What follows belongs to an exercise in optimizing a design on an open flow for small area, a short achievable clock period and few clock cycles per item; a production flow would make more cautious choices.
At most, simulation tests tie the RTL to the original design; equivalence was not proved.
Power is estimated from default activity; no workload was simulated.

== old ==
// window_min_mean_excess
module window_min_mean_excess
#(
    parameter int WINDOW = 100
)
(
    input  logic    clk,
    input  logic    rst_n,
    input  logic    in_valid,
    output logic    in_stall,
    input  wmme_pkg::sample_t sample,
    output logic    out_valid,
    input  logic    out_stall,
    output wmme_pkg::sample_t window_min,
    output wmme_pkg::sample_t mean_excess,
    output logic    no_estimate
);
Size in the first run: roughly 7600 cells after synthesis, ~4100 flip-flops, roughly 100 I/O pins, roughly 110000 um2 of cells after synthesis.
==> module wmme_div, before the edit <==
module wmme_div
#(
    parameter int SUM_W = 39
)
(
    input  logic                clk,
    input  logic                rst_n,
    input  logic                in_valid,
    input  wmme_pkg::sample_t   in_min,
    input  logic [SUM_W-1:0]    in_sum,
    output logic                take,
    output logic                hold,
    output logic                out_valid,
    input  logic                out_stall,
    output wmme_pkg::sample_t   window_min,
    output wmme_pkg::sample_t   mean_excess,
    output logic                no_estimate
);
    localparam int W   = wmme_pkg::SAMPLE_W;
    localparam int T_W = SUM_W - 2;
    localparam int U_W = T_W + 6;
    localparam int Y_W = 52;
    logic              v1_reg, v2_reg, v3_reg, vo_reg;
    wmme_pkg::sample_t m1_reg, m2_reg, m3_reg, mo_reg;
    logic              z1_reg, z2_reg, z3_reg, zo_reg;
    logic [U_W-1:0]    u1_reg;
    logic [Y_W-1:0]    y2_reg;
    logic [W-1:0]      q3_reg;
    wmme_pkg::sample_t mean_reg;
    logic [U_W-1:0]    t0;
    logic [U_W-1:0]    u0;
    logic [Y_W-1:0]    y1;
    logic [Y_W-1:0]    z2;
    assign hold = vo_reg && out_stall;
    assign take = in_valid && !hold;
    assign t0 = U_W'(in_sum[SUM_W-1:2]);
    assign u0 = (t0 << 5) + (t0 << 3) + t0;
    assign y1 = (Y_W'(u1_reg) << 10) - Y_W'(u1_reg);
    assign z2 = y2_reg + (y2_reg >> 20) + Y_W'(16384);
    assign out_valid   = vo_reg;
    assign window_min  = mo_reg;
    assign mean_excess = mean_reg;
    assign no_estimate = zo_reg;
    always_ff @(posedge clk)
    begin
        if (!hold)
        begin
            m1_reg   <= in_min;
            z1_reg   <= (in_min == '0);
            u1_reg   <= u0;
            m2_reg   <= m1_reg;
            z2_reg   <= z1_reg;
            y2_reg   <= y1;
            m3_reg   <= m2_reg;
            z3_reg   <= z2_reg;
            q3_reg   <= z2[Y_W-1:20];
            mo_reg   <= m3_reg;
            zo_reg   <= z3_reg;
            mean_reg <= z3_reg ? wmme_pkg::NO_EST_MEAN : q3_reg - m3_reg;
        end
    end
    always_ff @(posedge clk or negedge rst_n)
    begin
        if (!rst_n)
        begin
            v1_reg <= 1'b0;
            v2_reg <= 1'b0;
            v3_reg <= 1'b0;
            vo_reg <= 1'b0;
        end
        else if (!hold)
        begin
            v1_reg <= in_valid;
            v2_reg <= v1_reg;
            v3_reg <= v2_reg;
            vo_reg <= v3_reg;
        end
    end
endmodule
Settings: LEC_CHECK=0, ABC_CLOCK_PERIOD_IN_PS=3000, CAP_MARGIN=20, CORE_MARGIN=2, CORE_UTILIZATION=40, CTS_CLUSTER_DIAMETER=60, CTS_CLUSTER_SIZE=30, SETUP_SLACK_MARGIN=5, SLEW_MARGIN=20, TNS_END_PERCENT=100; clock period 10.0 ns.
standard.sh (not shown) runs the stock make flow with config.mk's settings and CLKGATE_MAP_FILE= SYNTH_SCRIPT=/design/flow/synth_recipe.tcl, a recipe that flattens the netlist after the stock synthesis.
==> flow/flow/run.sh <==
#!/bin/bash
# The standard layout, with timing repair aiming past the 10 ns constraint
set -euo pipefail
bash standard.sh SETUP_SLACK_MARGIN=6 finish > standard_flow.log 2>&1
Testbench counts of old, summed over its fixed seeds: cycles 3,248, items 3,200.
Setup changes, old to new
--- a/flow/design.v
+++ b/flow/design.v
@@ -86,9 +86,11 @@
     localparam int T_W = SUM_W - 2;
     localparam int U_W = T_W + 6;
     localparam int Y_W = 52;
-    logic              v1_reg, v2_reg, v3_reg, vo_reg;
-    wmme_pkg::sample_t m1_reg, m2_reg, m3_reg, mo_reg;
-    logic              z1_reg, z2_reg, z3_reg, zo_reg;
+    logic              v0_reg, v1_reg, v2_reg, v3_reg, vo_reg;
+    wmme_pkg::sample_t m0_reg, m1_reg, m2_reg, m3_reg, mo_reg;
+    logic              z0_reg, z1_reg, z2_reg, z3_reg, zo_reg;
+    logic [T_W-1:0]    t0_reg;
+    logic [U_W-1:0]    n0_reg;
     logic [U_W-1:0]    u1_reg;
     logic [Y_W-1:0]    y2_reg;
     logic [W-1:0]      q3_reg;
@@ -100,7 +102,7 @@
     assign hold = vo_reg && out_stall;
     assign take = in_valid && !hold;
     assign t0 = U_W'(in_sum[SUM_W-1:2]);
-    assign u0 = (t0 << 5) + (t0 << 3) + t0;
+    assign u0 = (U_W'(t0_reg) << 5) + n0_reg;
     assign y1 = (Y_W'(u1_reg) << 10) - Y_W'(u1_reg);
     assign z2 = y2_reg + (y2_reg >> 20) + Y_W'(16384);
     assign out_valid   = vo_reg;
@@ -111,8 +113,12 @@
     begin
         if (!hold)
         begin
-            m1_reg   <= in_min;
-            z1_reg   <= (in_min == '0);
+            m0_reg   <= in_min;
+            z0_reg   <= (in_min == '0);
+            t0_reg   <= in_sum[SUM_W-1:2];
+            n0_reg   <= (t0 << 3) + t0;
+            m1_reg   <= m0_reg;
+            z1_reg   <= z0_reg;
             u1_reg   <= u0;
             m2_reg   <= m1_reg;
             z2_reg   <= z1_reg;
@@ -129,6 +135,7 @@
     begin
         if (!rst_n)
         begin
+            v0_reg <= 1'b0;
             v1_reg <= 1'b0;
             v2_reg <= 1'b0;
             v3_reg <= 1'b0;
@@ -136,7 +143,8 @@
         end
         else if (!hold)
         begin
-            v1_reg <= in_valid;
+            v0_reg <= in_valid;
+            v1_reg <= v0_reg;
             v2_reg <= v1_reg;
             v3_reg <= v2_reg;
             vo_reg <= v3_reg;
[summary]
Power spent charging and discharging nets (new over old): decrease, about 2.7%
Per the comparison of new with old, total power shows an increase of 0.34%; HPWL reported at the end of detailed placement has decreased; number of clock sinks increased 109; fraction of area in registers picked up an extra 0.33 points.
After detailed routing, old needs less wire than new.
Leakage power summed over all cells (new vs. old) increases by a few percent
Compared with old, new shows a lower mean instance size in the synthesized netlist.
Only the layout flow was run in new; the RTL was not checked for function there.

---

Another version of the RTL of window_min_mean_excess (not shown whole).
Size in the first run: ~7900 cells after synthesis, about 4100 flip-flops.
Settings: LEC_CHECK=0, ABC_CLOCK_PERIOD_IN_PS=3000, CAP_MARGIN=20, CORE_MARGIN=2, CORE_UTILIZATION=40, CTS_CLUSTER_DIAMETER=60, CTS_CLUSTER_SIZE=30, SETUP_SLACK_MARGIN=5, SLEW_MARGIN=20, TNS_END_PERCENT=100; clock period 10.0 ns.
==> flow/flow/run.sh <==
#!/bin/bash
# The standard layout, with timing repair aiming past the 10 ns constraint
set -euo pipefail
bash standard.sh SETUP_SLACK_MARGIN=6.5 finish > standard_flow.log 2>&1
Rerun with:
--- a/flow/design.v
+++ b/flow/design.v
@@ -15,30 +15,26 @@
     input  logic                rst_n,
     input  logic                in_valid,
     output logic                in_stall,
     input  wmme_pkg::sample_t   sample,
     output logic                head_valid,
     output wmme_pkg::sample_t   head,
     output wmme_pkg::sample_t   head_next,
-    output wmme_pkg::sample_t   head_if_pop,
-    output wmme_pkg::sample_t   head_if_stay,
     input  logic                pop
 );
     logic              hv_reg;
     logic              bv_reg;
     wmme_pkg::sample_t h_reg;
     wmme_pkg::sample_t b_reg;
     logic              push;
     assign in_stall   = bv_reg;
     assign push       = in_valid && !bv_reg;
     assign head_valid = hv_reg;
     assign head       = h_reg;
-    assign head_if_pop  = bv_reg ? b_reg : sample;
-    assign head_if_stay = hv_reg ? h_reg : head_if_pop;
-    assign head_next    = pop ? head_if_pop : head_if_stay;
+    assign head_next  = (!hv_reg || pop) ? (bv_reg ? b_reg : sample) : h_reg;
     always_ff @(posedge clk)
     begin
         if (!hv_reg || pop)
         begin
             h_reg <= head_next;
         end
         if (push && hv_reg && !pop)
@@ -155,16 +151,14 @@
 )
 (
     input  logic                      clk,
     input  logic                      rst_n,
     input  logic                      head_valid,
     input  wmme_pkg::sample_t         head,
     input  wmme_pkg::sample_t         head_next,
-    input  wmme_pkg::sample_t         head_if_pop,
-    input  wmme_pkg::sample_t         head_if_stay,
     output logic                      pop,
     input  logic                      hold,
     output logic                      res_valid,
     input  logic                      res_take,
     output wmme_pkg::sample_t         res_min,
     output logic [wmme_pkg::SAMPLE_W+6:0] res_sum
 );
@@ -183,19 +177,17 @@
     logic                trunc_reg;
     logic                rb_reg;
     logic [IDX_W-1:0]    rb_cnt_reg;
     logic [SUM_W-1:0]    sum_reg;
     logic                rv_reg;
     wmme_pkg::sample_t   xin_reg;
     logic                rbx_reg;
+    wmme_pkg::sample_t   gone_reg;
     logic                rb_sel;
     logic                rb_nxt;
-    logic [W:0]          dsum_reg;
-    logic [W:0]          dsum_pop;
-    logic [W:0]          dsum_stay;
     logic                aligned;
     logic                scan;
     logic                step;
     wmme_pkg::sample_t   xin;
     logic                expire;
     logic [DQ_N-1:0]     keep;
     logic [DQ_N-1:0]     kept;
@@ -240,17 +232,14 @@
     assign aligned = (align_reg == '0);
     assign pop     = aligned && head_valid && !rb_reg && (!rv_reg || !hold);
     assign scan    = aligned && rb_reg && rbx_reg;
     assign step    = pop || scan;
     assign xin     = xin_reg;
     assign rb_sel  = rb_reg && !(scan && (rb_cnt_reg == LAST));
     assign rb_nxt  = trigger || rb_sel;
-    assign dsum_pop  = (W+1)'(head_if_pop) -
-                       (W+1)'((full_reg || (seq_reg == LAST)) ? ring_reg[(WINDOW-1)*W-1 -: W] : '0);
-    assign dsum_stay = (W+1)'(head_if_stay) - (W+1)'(full_reg ? ring_reg[(WINDOW-1)*W-1 -: W] : '0);
     assign res_valid = rv_reg;
     assign res_min   = full_reg ? dval_reg[0] : '0;
     assign res_sum   = sum_reg;
     assign expire = !rb_reg && dv_reg[0] && (dseq_reg[0] == seq_reg);
     always_comb
     begin
         for (int i = 0; i < DQ_N; i++)
@@ -275,15 +264,15 @@
     assign trunc_nxt = trunc_reg ? !evicted : !room;
     assign empty_nxt = !kept[0] && !app;
     assign trigger   = pop && trunc_nxt && empty_nxt;
     always_ff @(posedge clk)
     begin
         ring_reg <= {ring_reg[(WINDOW-1)*W-1:0], (pop ? head : oldest)};
         xin_reg  <= rb_sel ? ring_reg[(WINDOW-1)*W-1 -: W] : head_next;
-        dsum_reg <= pop ? dsum_pop : dsum_stay;
+        gone_reg <= (full_reg || (pop && (seq_reg == LAST))) ? ring_reg[(WINDOW-1)*W-1 -: W] : '0;
         if (step)
         begin
             for (int i = 0; i < DQ_N; i++)
             begin
                 if (slot[i])
                 begin
                     dval_reg[i] <= xin;
@@ -322,15 +311,15 @@
             begin
                 seq_reg <= (seq_reg == LAST) ? '0 : seq_reg + IDX_W'(1);
             end
             if (pop)
             begin
                 if (seq_reg == LAST)
                     full_reg <= 1'b1;
-                sum_reg <= sum_reg + SUM_W'($signed(dsum_reg));
+                sum_reg <= sum_reg + SUM_W'(head) - SUM_W'(gone_reg);
             end
             if (step)
             begin
                 if (trigger)
                 begin
                     dv_reg    <= '0;
                     trunc_reg <= 1'b0;
@@ -373,16 +362,14 @@
     output wmme_pkg::sample_t mean_excess,
     output logic    no_estimate
 );
     localparam int SUM_W = wmme_pkg::SAMPLE_W + $clog2(WINDOW);
     logic              head_valid;
     wmme_pkg::sample_t head;
     wmme_pkg::sample_t head_next;
-    wmme_pkg::sample_t head_if_pop;
-    wmme_pkg::sample_t head_if_stay;
     logic              pop;
     logic              hold;
     logic              res_valid;
     logic              res_take;
     wmme_pkg::sample_t res_min;
     logic [SUM_W-1:0]  res_sum;
     wmme_queue u_queue (
@@ -390,28 +377,24 @@
         .rst_n      (rst_n),
         .in_valid   (in_valid),
         .in_stall   (in_stall),
         .sample     (sample),
         .head_valid (head_valid),
         .head       (head),
         .head_next  (head_next),
-        .head_if_pop  (head_if_pop),
-        .head_if_stay (head_if_stay),
         .pop        (pop)
     );
     wmme_engine #(
         .WINDOW (WINDOW)
     ) u_engine (
         .clk        (clk),
         .rst_n      (rst_n),
         .head_valid (head_valid),
         .head       (head),
         .head_next  (head_next),
-        .head_if_pop  (head_if_pop),
-        .head_if_stay (head_if_stay),
         .pop        (pop),
         .hold       (hold),
         .res_valid  (res_valid),
         .res_take   (res_take),
         .res_min    (res_min),
         .res_sum    (res_sum)
     );
Result: Wire length goes up by 2.7%; design area goes down by 3.3%; core utilization goes down by 0.60 points; synthesized area goes down by 2.2%; non-clock buffer count goes down by 63; maximum frequency goes up by 4.0%.
Testbench counts after the change, summed over its fixed seeds: cycles 3,248, items 3,200.
Function not checked in the first run of this note: the RTL went through the layout flow alone.

static timing again, ports no longer ideal:
The flow's constraints put no driver on any port. The routed layouts listed below were extracted and timed again, unchanged, in two steps.
Step 1: set_driving_cell puts a clkbuf_16 on clk and a buf_2 on each other input, an assumption about the parent block.
Step 2 also shifts input and output timing later by t, the mid clock arrival at the registers, as if the neighbouring blocks saw the same clock.
Three values: ideal ports, drivers, drivers and shift; two values: the first two.
run	t, ns	slack for setup (ns)	clock arrival spread, ns	slew at the worst register clock pin (ns)	worst slew at a driven data input, ns
old	0.992	6.056 / 6.030 / 5.105	0.074 / 0.074	0.11 / 0.11	0.26
new	0.965	6.115 / 6.060 / 5.118	0.128 / 0.127	0.11 / 0.11	0.20
the first run of note 2	0.974	5.733 / 5.733 / 4.804	0.100 / 0.100	0.11 / 0.11	0.25
the second run of note 2	0.984	5.899 / 5.899 / 5.327	0.085 / 0.085	0.11 / 0.11	0.16
After both steps setup and hold are still met in every run listed. The setup slack of new, which loses most, moves by -0.055 ns with the drivers and by -0.997 ns with both steps.
